What follows belongs to an exercise in optimizing a design on an open flow for small area, a short achievable clock period and few clock cycles per item; a production flow would make more cautious choices. Function was checked by simulation only, so behaviour that the tests miss may differ from the original. Power and IR drop assume default switching activity.

// conv_engine_top
module conv_engine_top (
    input  logic                            clk,
    input  logic                            rst_n,
    input  logic                            in_valid,
    input  logic [conv_pkg::DATA_WIDTH-1:0] in_data,
    input  logic                            in_is_weight,
    input  logic                            out_credit,
    output logic                            in_credit,
    output logic                            out_valid,
    output logic [conv_pkg::DATA_WIDTH-1:0] out_data
);
For scale: about 2700 flip-flops.
Settings: LEC_CHECK=0, CAP_MARGIN=20, CORE_MARGIN=2, CORE_UTILIZATION=60, CTS_CLUSTER_DIAMETER=100, CTS_CLUSTER_SIZE=30, GPL_TIMING_DRIVEN=0, SETUP_SLACK_MARGIN=0.5, SLEW_MARGIN=20; clock period 13.0 ns.
standard.sh (not shown) runs the stock make flow with config.mk's settings and CLKGATE_MAP_FILE= SYNTH_SCRIPT=/design/flow/synth_recipe.tcl, a recipe that flattens the netlist after the stock synthesis.
==> flow/flow/run.sh <==
#!/bin/bash
# Standard layout, with the port buffers made of plain buf_4 cells instead
# of the flow's default pick, a slow delay buffer.
set -euo pipefail
export BUFFER_PORTS_ARGS="-buffer_cell sky130_fd_sc_hd__buf_4"
bash standard.sh > standard_flow.log 2>&1
The baseline completed without violations.
Testbench counts at the start, summed over its fixed seeds: cycles 8,752, windows 320.
Then changed:
Settings changed: CORE_UTILIZATION 60 to 70, CTS_CLUSTER_DIAMETER 100 to 60, GPL_TIMING_DRIVEN 0 to default.
Critical path depth is lower by 10.
Global-route usage is higher by 3.6 points.
First-iteration DRC count is lower by 3.7%.
Power is higher by 8.2%.
Then changed:
Settings changed: CORE_UTILIZATION 70 to 60, CTS_CLUSTER_DIAMETER 60 to 70, PLACE_DENSITY from default to 0.75.
Result: Wire length drops by a few percent; clock skew climbs by 4.7 ps; core utilization drops by 11 points; sequential cell count does not change; first-iteration DRC count climbs by roughly a tenth; via count drops slightly; sequential power stays flat; count of clock-buffer cells in the layout drops by 30; combinational power hardly moves; worst setup slack got worse by 18 ps.
Then changed:
Settings changed: CORE_UTILIZATION 60 to 40, PLACE_DENSITY 0.75 to default.
The changed run finished clean.
Setup slack gets worse by 10 ps.
Utilization falls by 21 points.
Clock power rises by 9.9%.
Register-to-register slack gets worse by 30 ps.
Area after synthesis is unchanged.
Final area rises by 2.1%.
Count of clock-buffer cells in the layout rises by 27.
Final cell count rises by 12%.
Total power rises by 2.9%.

Starting RTL as in the previous note.
Settings: LEC_CHECK=0, CAP_MARGIN=5, CORE_MARGIN=2, CORE_UTILIZATION=60, CTS_CLUSTER_DIAMETER=100, CTS_CLUSTER_SIZE=30, SETUP_SLACK_MARGIN=0.5, SLEW_MARGIN=5; clock period 13.0 ns.
Scripts as last shown in full above: flow/flow/run.sh
The starting point passed the timing, DRC and antenna checks.
Testbench counts at the start, summed over its fixed seeds: cycles 8,752, windows 320.
Change:
--- a/flow/config.mk
+++ b/flow/config.mk
@@ -7,8 +7,8 @@
 export LEC_CHECK = 0
-export CAP_MARGIN = 5
+export CAP_MARGIN = 20
 export CORE_MARGIN = 2
 export CORE_UTILIZATION = 60
-export CTS_CLUSTER_DIAMETER = 100
-export CTS_CLUSTER_SIZE = 30
+export CTS_CLUSTER_DIAMETER = 120
+export CTS_CLUSTER_SIZE = 26
 export SETUP_SLACK_MARGIN = 0.5
-export SLEW_MARGIN = 5
+export SLEW_MARGIN = 20
The changed run ran to the end with no violations.
Core utilization rises by 0.19 points.
Power rises slightly.
Clock skew rises by 12 ps.
Cell area stays flat.
Clock-buffer cell count rises by 16.
Change:
--- a/flow/config.mk
+++ b/flow/config.mk
@@ -10,4 +10,4 @@
 export CORE_UTILIZATION = 60
-export CTS_CLUSTER_DIAMETER = 120
-export CTS_CLUSTER_SIZE = 26
+export CTS_CLUSTER_DIAMETER = 140
+export CTS_CLUSTER_SIZE = 30
 export SETUP_SLACK_MARGIN = 0.5
Effect:
- The new run went through all stages and came out clean
- synthesized area is unchanged
- synthesized cell count is unchanged
- worst hold slack gets better by 28 ps
- power came out lower by 1.6%
- setup slack gains 17 ps
- non-clock buffer count stays the same
- die area stays the same
- cell area is lower by 0.41%
- global-route usage went down by 0.14 points
- register-to-register slack stays flat
- sequential share of layout area increases by 0.26 points

-- afterwards: timing with drivers on the ports --
The flow's constraints put no driver on any port. The routed layouts listed below were extracted and timed again, unchanged, in two steps. Step 1, drivers: a clkbuf_16 drives clk and a buf_2 each remaining input, both assumed. Step 2 times the ports against the registers' clock, not the clock port: input delays grow and output delays shrink by t, the midpoint of the rising clock arrivals with the driver on. Three values: ideal, step 1, step 2; two values: the first two.
run	shift t [ns]	setup slack, ns	worst slew at a driven data input, ns
the first run of note 1	0.824	9.077 / 9.046 / 8.700	0.04
the second run of note 1	0.828	9.124 / 9.054 / 8.999	0.04
the third run of note 1	0.840	9.106 / 9.031 / 9.048	0.04
the fourth run of note 1	0.865	9.096 / 9.013 / 9.034	0.04
the first run of note 2	0.819	9.146 / 9.069 / 9.026	0.03
the second run of note 2	0.816	9.131 / 9.055 / 9.029	0.03
the third run of note 2	0.811	9.148 / 9.072 / 9.028	0.03
After both steps every run listed still meets setup and hold. The setup slack of the first run of note 1, which loses most, moves by -0.031 ns with the drivers and by -0.377 ns with both steps.
